Background: an optimization exercise with open tools, aiming at small area, a short achievable clock period and few clock cycles. Do not read the settings as production practice. Where RTL was checked, it was by simulation tests only, not by an equivalence proof against the original. The RTL of run 1 was laid out without a check of its function. Power figures rest on the tool's default switching activity, not on a simulated workload.

### design.v
`default_nettype none
package cpuPkg;
    localparam int xlen = 32;
    localparam int regAddrWidth = 5;
    typedef logic [xlen-1:0] wordT;
    typedef logic [regAddrWidth-1:0] regAddrT;
    localparam logic [6:0] opOp     = 7'b0110011;
    localparam logic [6:0] opOpImm  = 7'b0010011;
    localparam logic [6:0] opLoad   = 7'b0000011;
    localparam logic [6:0] opStore  = 7'b0100011;
    localparam logic [6:0] opBranch = 7'b1100011;
    localparam logic [6:0] opLui    = 7'b0110111;
    localparam logic [2:0] f3Word   = 3'b010;
    localparam logic [2:0] f3Beq    = 3'b000;
    localparam logic [6:0] f7Alt    = 7'b0100000;
endpackage
`default_nettype wire
`timescale 1ns/10ps
`default_nettype none
module regFile (
    input  wire logic            clk,
    input  wire cpuPkg::regAddrT rs1,
    input  wire cpuPkg::regAddrT rs2,
    input  wire cpuPkg::regAddrT rd,
    input  wire logic            regWrite,
    input  wire cpuPkg::wordT    writeData,
    output cpuPkg::wordT         readDataA,
    output cpuPkg::wordT         readDataB
);
    cpuPkg::wordT regs [1:31];
    always_ff @(posedge clk) begin
        if (regWrite) begin
            regs[rd] <= writeData;
        end
    end
    assign readDataA = (rs1 == '0) ? '0 : regs[rs1];
    assign readDataB = (rs2 == '0) ? '0 : regs[rs2];
endmodule
`default_nettype wire
`timescale 1ns/10ps
`default_nettype none
module instrDecode (
    input  wire cpuPkg::wordT instr,
    output cpuPkg::regAddrT   rs1,
    output cpuPkg::regAddrT   rs2,
    output cpuPkg::regAddrT   rd,
    output logic              isLui,
    output logic              isImm,
    output logic              isLoad,
    output logic              isStore,
    output logic              isBeq,
    output logic              aluWrite,    
    output logic              loadWrite,   
    output cpuPkg::wordT      immAlu,      
    output logic [11:0]       immAddr,     
    output logic [12:0]       immB,        
    output logic              sub,
    output logic              selAdd,
    output logic              selSlt,
    output logic              selSltu,
    output logic              selXor,
    output logic              selOr,
    output logic              selAnd,
    output logic              selShift,
    output logic              shLeft,
    output logic              shArith
);
    logic [6:0] opcode, funct7;
    logic [2:0] funct3;
    logic isOp, isAlu, rdNz, alt;
    assign opcode = instr[6:0];
    assign rd     = instr[11:7];
    assign funct3 = instr[14:12];
    assign rs1    = instr[19:15];
    assign rs2    = instr[24:20];
    assign funct7 = instr[31:25];
    assign isOp    = (opcode == cpuPkg::opOp);
    assign isImm   = (opcode == cpuPkg::opOpImm);
    assign isLui   = (opcode == cpuPkg::opLui);
    assign isLoad  = (opcode == cpuPkg::opLoad)   && (funct3 == cpuPkg::f3Word);
    assign isStore = (opcode == cpuPkg::opStore)  && (funct3 == cpuPkg::f3Word);
    assign isBeq   = (opcode == cpuPkg::opBranch) && (funct3 == cpuPkg::f3Beq);
    assign isAlu   = isOp || isImm;
    assign rdNz    = (rd != '0);
    assign alt     = (funct7 == cpuPkg::f7Alt);
    assign aluWrite  = (isAlu || isLui) && rdNz;
    assign loadWrite = isLoad && rdNz;
    assign immAlu = isLui ? {instr[31:12], 12'b0} : {{20{instr[31]}}, instr[31:20]};
    assign immB   = {instr[31], instr[7], instr[30:25], instr[11:8], 1'b0};
    assign immAddr = isStore ? {instr[31:25], instr[11:7]} : instr[31:20];
    assign sub      = isAlu && ((funct3 == 3'b010) || (funct3 == 3'b011) ||
                                (isOp && funct3 == 3'b000 && alt));
    assign selAdd   = isLui || (funct3 == 3'b000);
    assign selSlt   = !isLui && (funct3 == 3'b010);
    assign selSltu  = !isLui && (funct3 == 3'b011);
    assign selXor   = !isLui && (funct3 == 3'b100);
    assign selOr    = !isLui && (funct3 == 3'b110);
    assign selAnd   = !isLui && (funct3 == 3'b111);
    assign selShift = !isLui && (funct3[1:0] == 2'b01);
    assign shLeft   = !funct3[2];
    assign shArith  = alt;
endmodule
`default_nettype wire
`timescale 1ns/10ps
`default_nettype none
module alu (
    input  wire cpuPkg::wordT a,
    input  wire cpuPkg::wordT b,
    input  wire logic sub,        
    input  wire logic selAdd,
    input  wire logic selSlt,
    input  wire logic selSltu,
    input  wire logic selXor,
    input  wire logic selOr,
    input  wire logic selAnd,
    input  wire logic selShift,
    input  wire logic shLeft,
    input  wire logic shArith,
    output cpuPkg::wordT result
);
    cpuPkg::wordT bx, sum, shIn, shOut, shRev;
    logic [33:0] wide;
    logic [32:0] shWide;
    logic carry, lt, ltu;
    assign bx    = sub ? ~b : b;
    assign wide  = {1'b0, a, 1'b1} + {1'b0, bx, sub};
    assign sum   = wide[32:1];
    assign carry = wide[33];
    assign ltu   = ~carry;
    assign lt    = (a[31] ^ b[31]) ? a[31] : sum[31];
    always_comb begin
        for (int i = 0; i < 32; i++) shIn[i] = shLeft ? a[31-i] : a[i];
    end
    assign shWide = $signed({shArith & a[31], shIn}) >>> b[4:0];
    assign shOut  = shWide[31:0];
    always_comb begin
        for (int i = 0; i < 32; i++) shRev[i] = shLeft ? shOut[31-i] : shOut[i];
    end
    assign result = ({32{selAdd}}   & sum)
                  | ({32{selSlt}}   & {31'b0, lt})
                  | ({32{selSltu}}  & {31'b0, ltu})
                  | ({32{selXor}}   & (a ^ b))
                  | ({32{selOr}}    & (a | b))
                  | ({32{selAnd}}   & (a & b))
                  | ({32{selShift}} & shRev);
endmodule
`default_nettype wire
`timescale 1ns/10ps
`default_nettype none
module controlFsm (
    input  wire logic clk,
    input  wire logic reset,
    input  wire logic eMem,        
    input  wire logic eTaken,      
    output logic      dValid,      
    output logic      dFromIr,     
    output logic      advance      
);
    logic fetched, replay;
    always_ff @(posedge clk or posedge reset) begin
        if (reset) begin
            fetched <= 1'b0;
            replay  <= 1'b0;
        end else begin
            fetched <= !eMem;
            replay  <= eMem && dValid;
        end
    end
    assign dValid  = fetched || replay;
    assign dFromIr = replay;
    assign advance = dValid && !eMem && !eTaken;
endmodule
`default_nettype wire
`timescale 1ns/10ps
`default_nettype none
module cpuCore (
    input  wire logic clk,
    input  wire logic reset,
    input  wire cpuPkg::wordT memReadData,
    output cpuPkg::wordT      memAddress,
    output cpuPkg::wordT      memWriteData,
    output logic      memWrite
);
    function automatic cpuPkg::wordT byteSwap(input cpuPkg::wordT word);
        byteSwap = {word[7:0], word[15:8], word[23:16], word[31:24]};
    endfunction
    cpuPkg::wordT pc;             
    cpuPkg::wordT ir;             
    logic eAluWrite, eLoadWrite, eLoad, eStore, eBeq, wLoad;
    logic eSub, eSelAdd, eSelSlt, eSelSltu, eSelXor, eSelOr, eSelAnd;
    logic eSelShift, eShLeft, eShArith;
    cpuPkg::regAddrT eRd;
    cpuPkg::wordT eA, eB, eTarget;
    logic [11:0] eImm;
    logic eMem, eTaken, regWrite;
    cpuPkg::wordT addrSum, nextPc, aluResult, loadWord, writeData;
    assign eMem    = eLoad || eStore;
    assign eTaken  = eBeq && (eA == eB);
    assign addrSum = eA + {{20{eImm[11]}}, eImm};
    assign nextPc  = eTaken ? eTarget : pc + 32'd4;
    assign memAddress   = eMem ? addrSum : nextPc;
    assign memWrite     = eStore;
    assign memWriteData = byteSwap(eB);
    assign loadWord  = byteSwap(memReadData);
    assign regWrite  = eAluWrite || wLoad;
    assign writeData = wLoad ? loadWord : aluResult;
    alu aluInst (
        .a(eA), .b(eB), .sub(eSub),
        .selAdd(eSelAdd), .selSlt(eSelSlt), .selSltu(eSelSltu),
        .selXor(eSelXor), .selOr(eSelOr), .selAnd(eSelAnd),
        .selShift(eSelShift), .shLeft(eShLeft), .shArith(eShArith),
        .result(aluResult)
    );
    logic dValid, dFromIr, advance;
    cpuPkg::wordT dInstr, readA, readB, immAlu, opA, opB;
    cpuPkg::regAddrT rs1, rs2, rd;
    logic isLui, isImm, isLoad, isStore, isBeq, aluWrite, loadWrite;
    logic sub, selAdd, selSlt, selSltu, selXor, selOr, selAnd, selShift, shLeft, shArith;
    logic [11:0] immAddr;
    logic [12:0] immB;
    assign dInstr = dFromIr ? ir : loadWord;
    controlFsm controlFsmInst (
        .clk(clk), .reset(reset), .eMem(eMem), .eTaken(eTaken),
        .dValid(dValid), .dFromIr(dFromIr), .advance(advance)
    );
    instrDecode instrDecodeInst (
        .instr(dInstr), .rs1(rs1), .rs2(rs2), .rd(rd),
        .isLui(isLui), .isImm(isImm), .isLoad(isLoad), .isStore(isStore), .isBeq(isBeq),
        .aluWrite(aluWrite), .loadWrite(loadWrite), .immAlu(immAlu), .immAddr(immAddr),
        .immB(immB),
        .sub(sub), .selAdd(selAdd), .selSlt(selSlt), .selSltu(selSltu),
        .selXor(selXor), .selOr(selOr), .selAnd(selAnd), .selShift(selShift),
        .shLeft(shLeft), .shArith(shArith)
    );
    regFile regFileInst (
        .clk(clk), .rs1(loadWord[19:15]), .rs2(loadWord[24:20]), .rd(eRd),
        .regWrite(regWrite), .writeData(writeData),
        .readDataA(readA), .readDataB(readB)
    );
    always_comb begin
        if (dFromIr) begin
            opA = (wLoad && (eRd == rs1)) ? loadWord : eA;
            opB = (wLoad && (eRd == rs2)) ? loadWord : eB;
        end else begin
            opA = (eAluWrite && (eRd == rs1)) ? aluResult : readA;
            opB = (eAluWrite && (eRd == rs2)) ? aluResult : readB;
        end
    end
    always_ff @(posedge clk or posedge reset) begin
        if (reset) begin
            pc         <= 32'hFFFF_FFFC;
            eAluWrite  <= 1'b0;
            eLoadWrite <= 1'b0;
            eLoad      <= 1'b0;
            eStore     <= 1'b0;
            eBeq       <= 1'b0;
            wLoad      <= 1'b0;
        end else begin
            if (!eMem) pc <= nextPc;
            eAluWrite  <= advance && aluWrite;
            eLoadWrite <= advance && loadWrite;
            eLoad      <= advance && isLoad;
            eStore     <= advance && isStore;
            eBeq       <= advance && isBeq;
            wLoad      <= eLoadWrite;
        end
    end
    always_ff @(posedge clk) begin
        ir <= dInstr;
        if (dFromIr) begin
            eA <= isLui ? '0 : opA;
            eB <= (isImm || isLui) ? eB : opB;
        end else begin
            eA <= isLui ? '0 : opA;
            eB <= (isImm || isLui) ? immAlu : opB;
        end
        eTarget <= pc + {{19{immB[12]}}, immB};
        eImm <= immAddr;
        if (!eMem) eRd <= rd;
        eSub      <= sub;
        eSelAdd   <= selAdd;
        eSelSlt   <= selSlt;
        eSelSltu  <= selSltu;
        eSelXor   <= selXor;
        eSelOr    <= selOr;
        eSelAnd   <= selAnd;
        eSelShift <= selShift;
        eShLeft   <= shLeft;
        eShArith  <= shArith;
    end
endmodule
`default_nettype wire
### run.sh
#!/bin/bash
# synth_recipe.tcl (not shown) runs the flow's synth.tcl, then flattens the netlist and writes it again
# the make line also repeats each setting of config.mk as NAME=value (left out here)
make -C /OpenROAD-flow-scripts/flow DESIGN_CONFIG=/design/flow/config.mk WORK_HOME=/design/flow/orfs CLKGATE_MAP_FILE= SYNTH_SCRIPT=/design/flow/synth_recipe.tcl finish
### config.mk
export PLATFORM = sky130hd
export DESIGN_NAME = cpuCore
export DESIGN_NICKNAME = cpuCore
export VERILOG_FILES = /design/flow/design.v
export SDC_FILE = /design/flow/constraint.sdc
export NUM_CORES = 4
export LEC_CHECK = 0
export ABC_CLOCK_PERIOD_IN_PS = 4000
export CAP_MARGIN = 20
export CORE_MARGIN = 2
export CORE_UTILIZATION = 50
export SETUP_SLACK_MARGIN = 5
export SLEW_MARGIN = 20
### constraint.sdc
create_clock -name core_clock -period 11.0 [get_ports {clk}]
set_input_delay 2.2000 -clock core_clock [delete_from_list [all_inputs] [get_ports {clk}]]
set_output_delay 2.2000 -clock core_clock [all_outputs]
set_load 0.01 [all_outputs]
==> results of run 1 <==
through the flow:
step | utilization (%) | total power [mW] | hold slack, ns | instance area, sq um | cells
2_1_floorplan | - | 6.919 | 0.3312 | 64980 | 4612
3_3_place_gp | 52.87 | 7.892 | 0.3320 | 68370 | 6293
3_5_place_dp | 52.88 | 7.895 | 0.3458 | 68380 | 6293
4_1_cts | 56.91 | 12.31 | 0.3572 | 73600 | 6591
5_1_grt | 57.22 | 12.75 | 0.3596 | 74000 | 6620
6_report | 57.23 | 12.38 | 0.3599 | 74010 | 6625
final cells by class:
cell class | count | area share (%)
clock buffers | 174 | 4.843
well taps | 1742 | 2.945
multi-input cells | 2988 | 40.13
flip-flops and latches | 1180 | 46.21
repair buffers | 332 | 4.177
diodes | 8 | 0.02705
clock inverters | 67 | 0.9112
inverters | 134 | 0.7590
routing by layer:
layer  vias up  track usage, %  wire length (microns)
met5         -               0                     59
met4        10           18.94                  14370
met3       658           8.416                  25270
met2      2736           53.31                 104700
met1     23400           45.67                  86720
li1      18930               -                      -
cells in the mapped netlist (66+ instances only):
master	number	area, sq um
edfxtp_1	1029	30900
mux4_2	531	11960
mux2i_1	302	3023
a21oi_1	285	1426
nor2_1	285	1070
nand2_1	273	1025
o21ai_0	219	1096
clkbuf_1	186	698.2
ha_1	159	1989
inv_1	124	465.5
dfxtp_1	111	2222
xor2_1	78	683.2
xnor2_1	67	586.8
mux2_2	66	743.2
worst max-delay path, delay by kind of cell, from the launching register on:
family	cells	cell delay, ns
AOI/OAI and AO/OA	6	1.14
xor gates and xnor gates	1	0.23
adders and majority gates	1	0.36
buffers and inverters	4	0.87
DFF	1	0.45
placed cells by master (no fill, tap or decap), types with 35 or more instances in the layout:
master | Yosys | layout
ha_1 | 159 | 143
xor2_1 | 78 | 77
o21ai_0 | 219 | 208
buf_4 | 17 | 206
nor2_1 | 285 | 251
o22ai_1 | 38 | 38
nand2_1 | 273 | 272
xnor2_1 | 67 | 66
a21o_1 | 44 | 44
o221ai_1 | 62 | 61
mux4_2 | 531 | 531
mux2i_1 | 302 | 291
dfxtp_1 | 111 | 99
inv_1 | 124 | 121
o211ai_1 | 44 | 44
mux2_2 | 66 | 66
clkbuf_16 | 0 | 138
nor3_1 | 36 | 35
nand3_1 | 46 | 45
clkdlybuf4s50_1 | 0 | 58
edfxtp_1 | 1029 | 1029
a21oi_1 | 285 | 282
a221oi_1 | 50 | 50
registers in the layout (all words and copies together), names as in the netlist, 5 cells and up:
register	count
ir	26
eA	32
pc	32
eRd	5
regFileInst.regs	992
eB	32
eTarget	32
eImm	11
kinds of logic after synthesis:
kind of cell	share of synthesized area (%)
and+or+nand+nor	5.401
AOI/OAI and AO/OA	9.870
DFF	52.57
buffers and inverters	2.811
adders and majority gates	3.123
xor gates and xnor gates	1.954
muxes	24.27
repair_timing:
action,4_1_cts,5_1_grt
gates resized for setup,146,52
pin swaps,20,29
hold buffers,0,0
setup buffers,49,22
setup endpoints to repair,32,22
cloned,8,3
power by group:
group	switching [mW]	leakage, nW	internal, mW
clock network	1.88	2.07	2.47
registers	0.105	10.8	5.20
logic	1.73	13.3	1.00
how the worst min path moves through the flow:
stage                 end  startpoint  cells after the start  slack (ns)
detailed placement  wLoad  eLoadWrite                      0        0.35
CTS                 wLoad  eLoadWrite                      0        0.36
finish              wLoad  eLoadWrite                      0        0.36
global placement    wLoad  eLoadWrite                      0        0.33
global route        wLoad  eLoadWrite                      0        0.36
floorplan           wLoad  eLoadWrite                      0        0.33
==> flow_summary.ini, run 1 <==
[status]
outcome = finished clean

[grt]
grt_pass1_vias = 44010
gr-total-overflow = 0
antenna_found_initial = 9
grt_pass1_wl_microns = 325000
track_usage_pct = 34.70
grt_max_degree = 113

[sta]
tightest_slew_ns = 1.236
max_clock_freq_ghz = 0.1658
rsz0062_at_grt = true
setup_tns_ns = 0
drv_slew = 0
period_share_pct = 54.82
fin_crit_ns = 6.030
setup_ws_ns = 4.970
timing.clock.skew_ns = 0.04623
maxSlewHeadroom_pct = 16.31
timing.final.hold_violations = 0
setup_viol = 0

[synth]
syn_area_sq_mm = 0.06498
async_flop_share_pct = 3.390
synth_seq_cells = 1180
synth_flop_cell = edfxtp_1
yosysWarningCount = 4
syn_nets = 4807
ys_types = 91
synth_edf_count = 1029
synth_cells = 4612
seq_area_frac_synth_pct = 52.57
avgSynthCellArea_sq_um = 14.09

[cells_and_area]
area.sequential_sq_mm = 0.03420
area_growth_pct = 13.90
multi_input_area_sq_mm = 0.02970
nets = 4965
fill_cells = 10300
drive_gt1_share_pct = 24.86

[worst_setup_path]
rr_endpoint = eA[18]
rr_worst_depth = 10
path_cells = buf_4, ha_1, a21o_1, a21oi_1, o2111ai_2, buf_4, buf_4, a211oi_1, o21ai_1, xnor2_1, o21ai_1, clkdlybuf4s15_2
cpPeakStageDelay_ns = 0.45
cp-end-kind = primary output
r2r_setup_slack_ns = 5.90
crit_end = memAddress[30]
startpoint_type = flop
crit_top_cell = buf_4
worstPathArrival_ns = 3.83
crit_fanout = 10
cp_slowest_cell = dfxtp_1
worst-setup-path-type = reg2out
required_ns = 8.80
reg2reg_from = controlFsmInst.replay
startpoint = eA[19]

[route]
post_drt_wl_per_cell_microns = 34.89
wl_microns = 231200
vias_per_cell = 6.903
antenna_left = 0
drc = 0
routed-via-count = 45730
drt_iter0_drc = 6113
drtPass1Iterations = 5

[clock_network]
cts_root_buffer = clkbuf_16
path_clk_slew_ns = 0.06
clk-insertion-delay-late_ns = 0.79
cts_tree = yes
cts_buffer_depth = 3
cts_sinks = 1180
numCtsBuffers = 134
h-tree-depth = 4

[run]
maxCapViolations = 0

[power_and_ir_drop]
vdd_drop_max_uv = 144.7
power.density_mw_per_mm2 = 167.3
p_leak_nw = 26.16

[floorplanning]
core_sq_mm = 0.1293
fp.dieW_microns = 364.5
dieHeight_microns = 364.5
die_area_sq_mm = 0.1329
io_pins = 99
rows = 132
start_util_pct = 50.25

[min_path]
hold_class = reg2reg

[placement]
port_buffers = 98
hpwl_microns = 140500
place.gp.congestion = 0.9934
place_ws_ns = 4.422
==> run 2: changes to the inputs <==
--- a/design.v
+++ b/design.v
@@ -33,8 +33,14 @@
             regs[rd] <= writeData;
         end
     end
-    assign readDataA = (rs1 == '0) ? '0 : regs[rs1];
-    assign readDataB = (rs2 == '0) ? '0 : regs[rs2];
+    always_comb begin
+        if (regWrite && (rd == rs1)) readDataA = writeData;
+        else if (rs1 == '0)          readDataA = '0;
+        else                         readDataA = regs[rs1];
+        if (regWrite && (rd == rs2)) readDataB = writeData;
+        else if (rs2 == '0)          readDataB = '0;
+        else                         readDataB = regs[rs2];
+    end
 endmodule
 `default_nettype wire
 `timescale 1ns/10ps
@@ -52,8 +58,7 @@
     output logic              aluWrite,    
     output logic              loadWrite,   
     output cpuPkg::wordT      immAlu,      
-    output logic [11:0]       immAddr,     
-    output logic [12:0]       immB,        
+    output logic [13:0]       immAddr,     
     output logic              sub,
     output logic              selAdd,
     output logic              selSlt,
@@ -68,6 +73,7 @@
     logic [6:0] opcode, funct7;
     logic [2:0] funct3;
     logic isOp, isAlu, rdNz, alt;
+    logic [12:0] immB;
     assign opcode = instr[6:0];
     assign rd     = instr[11:7];
     assign funct3 = instr[14:12];
@@ -87,7 +93,11 @@
     assign loadWrite = isLoad && rdNz;
     assign immAlu = isLui ? {instr[31:12], 12'b0} : {{20{instr[31]}}, instr[31:20]};
     assign immB   = {instr[31], instr[7], instr[30:25], instr[11:8], 1'b0};
-    assign immAddr = isStore ? {instr[31:25], instr[11:7]} : instr[31:20];
+    always_comb begin
+        if (isBeq)        immAddr = {immB[12], immB} - 14'd4;
+        else if (isStore) immAddr = {{2{instr[31]}}, instr[31:25], instr[11:7]};
+        else              immAddr = {{2{instr[31]}}, instr[31:20]};
+    end
     assign sub      = isAlu && ((funct3 == 3'b010) || (funct3 == 3'b011) ||
                                 (isOp && funct3 == 3'b000 && alt));
     assign selAdd   = isLui || (funct3 == 3'b000);
@@ -190,15 +200,15 @@
     logic eSub, eSelAdd, eSelSlt, eSelSltu, eSelXor, eSelOr, eSelAnd;
     logic eSelShift, eShLeft, eShArith;
     cpuPkg::regAddrT eRd;
-    cpuPkg::wordT eA, eB, eTarget;
-    logic [11:0] eImm;
+    cpuPkg::wordT eA, eB;
+    logic [13:0] eImm;
     logic eMem, eTaken, regWrite;
-    cpuPkg::wordT addrSum, nextPc, aluResult, loadWord, writeData;
-    assign eMem    = eLoad || eStore;
-    assign eTaken  = eBeq && (eA == eB);
-    assign addrSum = eA + {{20{eImm[11]}}, eImm};
-    assign nextPc  = eTaken ? eTarget : pc + 32'd4;
-    assign memAddress   = eMem ? addrSum : nextPc;
+    cpuPkg::wordT addrBase, addrSum, aluResult, loadWord, writeData;
+    assign eMem     = eLoad || eStore;
+    assign eTaken   = eBeq && (eA == eB);
+    assign addrBase = eBeq ? pc : eA;
+    assign addrSum  = addrBase + {{18{eImm[13]}}, eImm};
+    assign memAddress   = (eMem || eTaken) ? addrSum : pc + 32'd4;
     assign memWrite     = eStore;
     assign memWriteData = byteSwap(eB);
     assign loadWord  = byteSwap(memReadData);
@@ -212,12 +222,11 @@
         .result(aluResult)
     );
     logic dValid, dFromIr, advance;
-    cpuPkg::wordT dInstr, readA, readB, immAlu, opA, opB;
+    cpuPkg::wordT dInstr, readA, readB, immAlu;
     cpuPkg::regAddrT rs1, rs2, rd;
     logic isLui, isImm, isLoad, isStore, isBeq, aluWrite, loadWrite;
     logic sub, selAdd, selSlt, selSltu, selXor, selOr, selAnd, selShift, shLeft, shArith;
-    logic [11:0] immAddr;
-    logic [12:0] immB;
+    logic [13:0] immAddr;
     assign dInstr = dFromIr ? ir : loadWord;
     controlFsm controlFsmInst (
         .clk(clk), .reset(reset), .eMem(eMem), .eTaken(eTaken),
@@ -227,25 +236,15 @@
         .instr(dInstr), .rs1(rs1), .rs2(rs2), .rd(rd),
         .isLui(isLui), .isImm(isImm), .isLoad(isLoad), .isStore(isStore), .isBeq(isBeq),
         .aluWrite(aluWrite), .loadWrite(loadWrite), .immAlu(immAlu), .immAddr(immAddr),
-        .immB(immB),
         .sub(sub), .selAdd(selAdd), .selSlt(selSlt), .selSltu(selSltu),
         .selXor(selXor), .selOr(selOr), .selAnd(selAnd), .selShift(selShift),
         .shLeft(shLeft), .shArith(shArith)
     );
     regFile regFileInst (
-        .clk(clk), .rs1(loadWord[19:15]), .rs2(loadWord[24:20]), .rd(eRd),
+        .clk(clk), .rs1(rs1), .rs2(rs2), .rd(eRd),
         .regWrite(regWrite), .writeData(writeData),
         .readDataA(readA), .readDataB(readB)
     );
-    always_comb begin
-        if (dFromIr) begin
-            opA = (wLoad && (eRd == rs1)) ? loadWord : eA;
-            opB = (wLoad && (eRd == rs2)) ? loadWord : eB;
-        end else begin
-            opA = (eAluWrite && (eRd == rs1)) ? aluResult : readA;
-            opB = (eAluWrite && (eRd == rs2)) ? aluResult : readB;
-        end
-    end
     always_ff @(posedge clk or posedge reset) begin
         if (reset) begin
             pc         <= 32'hFFFF_FFFC;
@@ -256,7 +255,7 @@
             eBeq       <= 1'b0;
             wLoad      <= 1'b0;
         end else begin
-            if (!eMem) pc <= nextPc;
+            if (!eMem) pc <= memAddress;
             eAluWrite  <= advance && aluWrite;
             eLoadWrite <= advance && loadWrite;
             eLoad      <= advance && isLoad;
@@ -267,14 +266,8 @@
     end
     always_ff @(posedge clk) begin
         ir <= dInstr;
-        if (dFromIr) begin
-            eA <= isLui ? '0 : opA;
-            eB <= (isImm || isLui) ? eB : opB;
-        end else begin
-            eA <= isLui ? '0 : opA;
-            eB <= (isImm || isLui) ? immAlu : opB;
-        end
-        eTarget <= pc + {{19{immB[12]}}, immB};
+        eA <= isLui ? '0 : readA;
+        eB <= isImm || isLui ? immAlu : readB;
         eImm <= immAddr;
         if (!eMem) eRd <= rd;
         eSub      <= sub;
==> config.mk (replaced) <==
export PLATFORM = sky130hd
export DESIGN_NAME = cpuCore
export DESIGN_NICKNAME = cpuCore
export VERILOG_FILES = /design/flow/design.v
export SDC_FILE = /design/flow/constraint.sdc
export NUM_CORES = 4
export LEC_CHECK = 0
export CAP_MARGIN = 20
export CORE_MARGIN = 2
export CORE_UTILIZATION = 40
export SLEW_MARGIN = 20
==> flow_summary.ini, run 2 <==
[sta]
fin_crit_ns = 7.771
whs_ns = 0.3539
timing.clock.skew_ns = 0.03227
drv_slew = 0
timing.final.hold_violations = 0
max_clock_freq_ghz = 0.1287
rsz0062_at_grt = false
maxSlewHeadroom_pct = 11.63
tightest_slew_ns = 1.312
period_share_pct = 70.65
setup_viol = 0
setup_tns_ns = 0

[synth]
seq_area_frac_synth_pct = 51.77
syn_area_sq_mm = 0.06448
synth_edf_count = 997
synth_seq_cells = 1157
synthTopCellsByCount = nand2_1, edfxtp_1, nand3_1, clkbuf_1, a311oi_1
yosysMostFrequentCell = nand2_1
async_flop_share_pct = 3.457
synth_cells = 6980
synth_area_leaders = edfxtp_1, nand2_1, nand3_1
syn_nets = 7146
synth_flop_cell = edfxtp_1
ys_types = 93
yosysTopAreaCell = edfxtp_1
avgSynthCellArea_sq_um = 9.238
synth_top_area_share_pct = 46.43
yosysWarningCount = 5

[clock_network]
cts_sinks = 1157
cts_resized = 0
postCtsSetupBuffers = 0
clk-insertion-delay-late_ns = 0.80
cts_buffer_depth = 3
cts_root_buffer = clkbuf_16
cts_tree = yes
path_clk_slew_ns = 0.06
numCtsBuffers = 131
hold_buffers = 0
h-tree-depth = 4

[placement]
port_buffers = 98
place.gp.congestion = 1.058
hpwl_microns = 158000

[run]
maxCapViolations = 0

[worst_setup_path]
crit_top_cell = o21ai_0
path_cells = o21ai_0, ha_1, nand2_1, o21ba_2, o21ai_0, a31oi_1, o31ai_1, a221o_1, a21oi_1, xor2_1, o21ai_0, clkdlybuf4s50_1
crit_fanout = 64
cp_slowest_cell = o21ai_0
cp_top_family = compound AO/OA/AOI/OAI gates
rr_worst_depth = 12
r2r_setup_slack_ns = 5.24
worstPathArrival_ns = 5.57
startpoint_type = flop
cp-end-kind = primary output
rr_endpoint = eA[21]
worst-setup-path-type = reg2out
required_ns = 8.80
critPathBufInv = 1
reg2reg_from = controlFsmInst.replay
cpPeakStageDelay_ns = 1.11

[floorplanning]
core_sq_mm = 0.1604
dieHeight_microns = 405.5
die_area_sq_mm = 0.1644
io_pins = 99
rows = 147
start_util_pct = 40.20
fp.dieW_microns = 405.5

[status]
outcome = finished clean

[power_and_ir_drop]
vdd_drop_max_uv = 173.4
power.density_mw_per_mm2 = 169.5
p_leak_nw = 26.39

[cells_and_area]
mostFrequentLayoutCell = nand2_1
largest_reg_flops = 992
regMostFlops = regFileInst.regs
final_cell_mix = nand2_1, edfxtp_1, nand3_1, a311oi_1, o21ai_0
drive_gt1_share_pct = 7.452
nets = 6967
area_growth_pct = 11.69

[grt]
grt_pass1_vias = 53220
antenna_found_initial = 6
grt.busiest_layer = met2
grt_max_degree = 153
gr-total-overflow = 0
grt_use_met2_pct = 48.81
grt_pass1_wl_microns = 378500
track_usage_pct = 31.55
grt_use_met3_pct = 7.176
met1_usage_pct = 41.19

[route]
drtPass1Iterations = 12
post_drt_wl_per_cell_microns = 29.27
routed-via-count = 57760
wl_microns = 265600
drc = 0
drt_iter0_drc = 8472
antenna_left = 0
vias_per_cell = 6.366

[min_path]
min-delay-start = eLoadWrite
whs_path_depth = 0
hold_class = reg2reg
hold_path_end = wLoad
run 2: worst max-delay path by stage:
stage,cells past startpoint,to,start
2_1_floorplan,14,memAddress[31],eBeq
3_3_place_gp,13,memAddress[31],eBeq
3_5_place_dp,12,eA[21],memReadData[23]
4_1_cts,12,memAddress[31],eBeq
5_1_grt,13,memAddress[31],eA[12]
6_report,12,memAddress[31],eBeq
run 2: cell type report:
class | count | area (sq um)
Inverter | 144 | 574.3
Multi-Input combinational cell | 5136 | 28850
Clock buffer | 180 | 3712
Fill cell | 15130 | 88360
Timing Repair Buffer | 231 | 2167
Tap cell | 2160 | 2703
Clock inverter | 63 | 618.1
Sequential cell | 1157 | 33390
Antenna cell | 3 | 7.507
run 2: metal layers:
metal | vias up | routed length, microns
li1 | 25010 | -
met3 | 768 | 31030
met5 | - | 28
met1 | 28090 | 100700
met2 | 3893 | 118200
met4 | 4 | 15670
run 2: logic make-up (layout without fill, tap and decap cells):
logic type / count (synthesis) / in the layout / synth area share, %
simple gates: 3557 / 3557 / 23.64
compound gates: 1180 / 1180 / 13.02
flops: 1157 / 1157 / 51.77
buf+inv: 687 / 618 / 4.164
mux: 139 / 139 / 3.107
fa+ha+maj: 132 / 132 / 2.573
xor+xnor: 128 / 128 / 1.739
other cells: 0 / 3 / 0
run 2: per-stage QoR:
stage,power [mW],instance area [sq um],instances,util (%),setup WS [ns]
after floorplan,6.727,64480,6980,-,5.474
after global placement,7.772,67670,8828,42.19,4.073
after detailed placement,7.773,67680,8828,42.20,4.017
after CTS,12.16,72010,9071,44.90,3.185
after global routing,12.56,72020,9071,44.90,3.157
final,12.21,72020,9074,44.91,3.229
run 2: report_power, final:
part           switching [mW]  leakage (nW)  internal (mW)
registers               0.176          10.5           5.09
clock network            1.84          2.11           2.58
logic                    1.74          13.7          0.766
run 2: worst reg2reg max path, cell delays in order, from the launching register on:
cell      delay, ns
dfrtp_2        0.69
buf_4          0.60
mux2i_4        0.38
buf_12         0.56
buf_4          0.89
buf_4          0.77
nand2_1        0.16
and3_1         0.19
a311oi_1       0.27
a311oi_1       0.10
a31oi_1        0.32
o211ai_1       0.13
o21ai_1        0.49
Testbench counts of run 2, summed over its fixed seeds: cycles 29,204.

separate check: timing with driven ports:
How much do the figures lean on ideal ports? The routed layouts below were timed once more, with nothing changed but the port constraints. Step 1, drivers: a clkbuf_16 drives clk and a buf_2 each remaining input, both assumed. Step 2, shift: input delay + t, output delay - t, t = (earliest + latest rising clock arrival at the registers) / 2. This alone moves slack from input paths to output paths. a / b / c = ideal ports / drivers / drivers and shift; a / b = the first two.
| run | shift t [ns] | slack for setup (ns) | worst setup path at the end | worst data-port slew with drivers (ns) | pins driven straight from the clock port |
|---|---|---|---|---|---|
| run 1 | 0.843 | 4.970 / 4.898 / 4.428 | input to register | 0.14 | 1 |
| run 2 | 0.875 | 3.229 / 3.137 / 3.814 | input to register | 0.07 | 1 |
After both steps setup and hold are still met in every run listed. The setup slack of run 1, which loses most, moves by -0.072 ns with the drivers and by -0.542 ns with both steps.
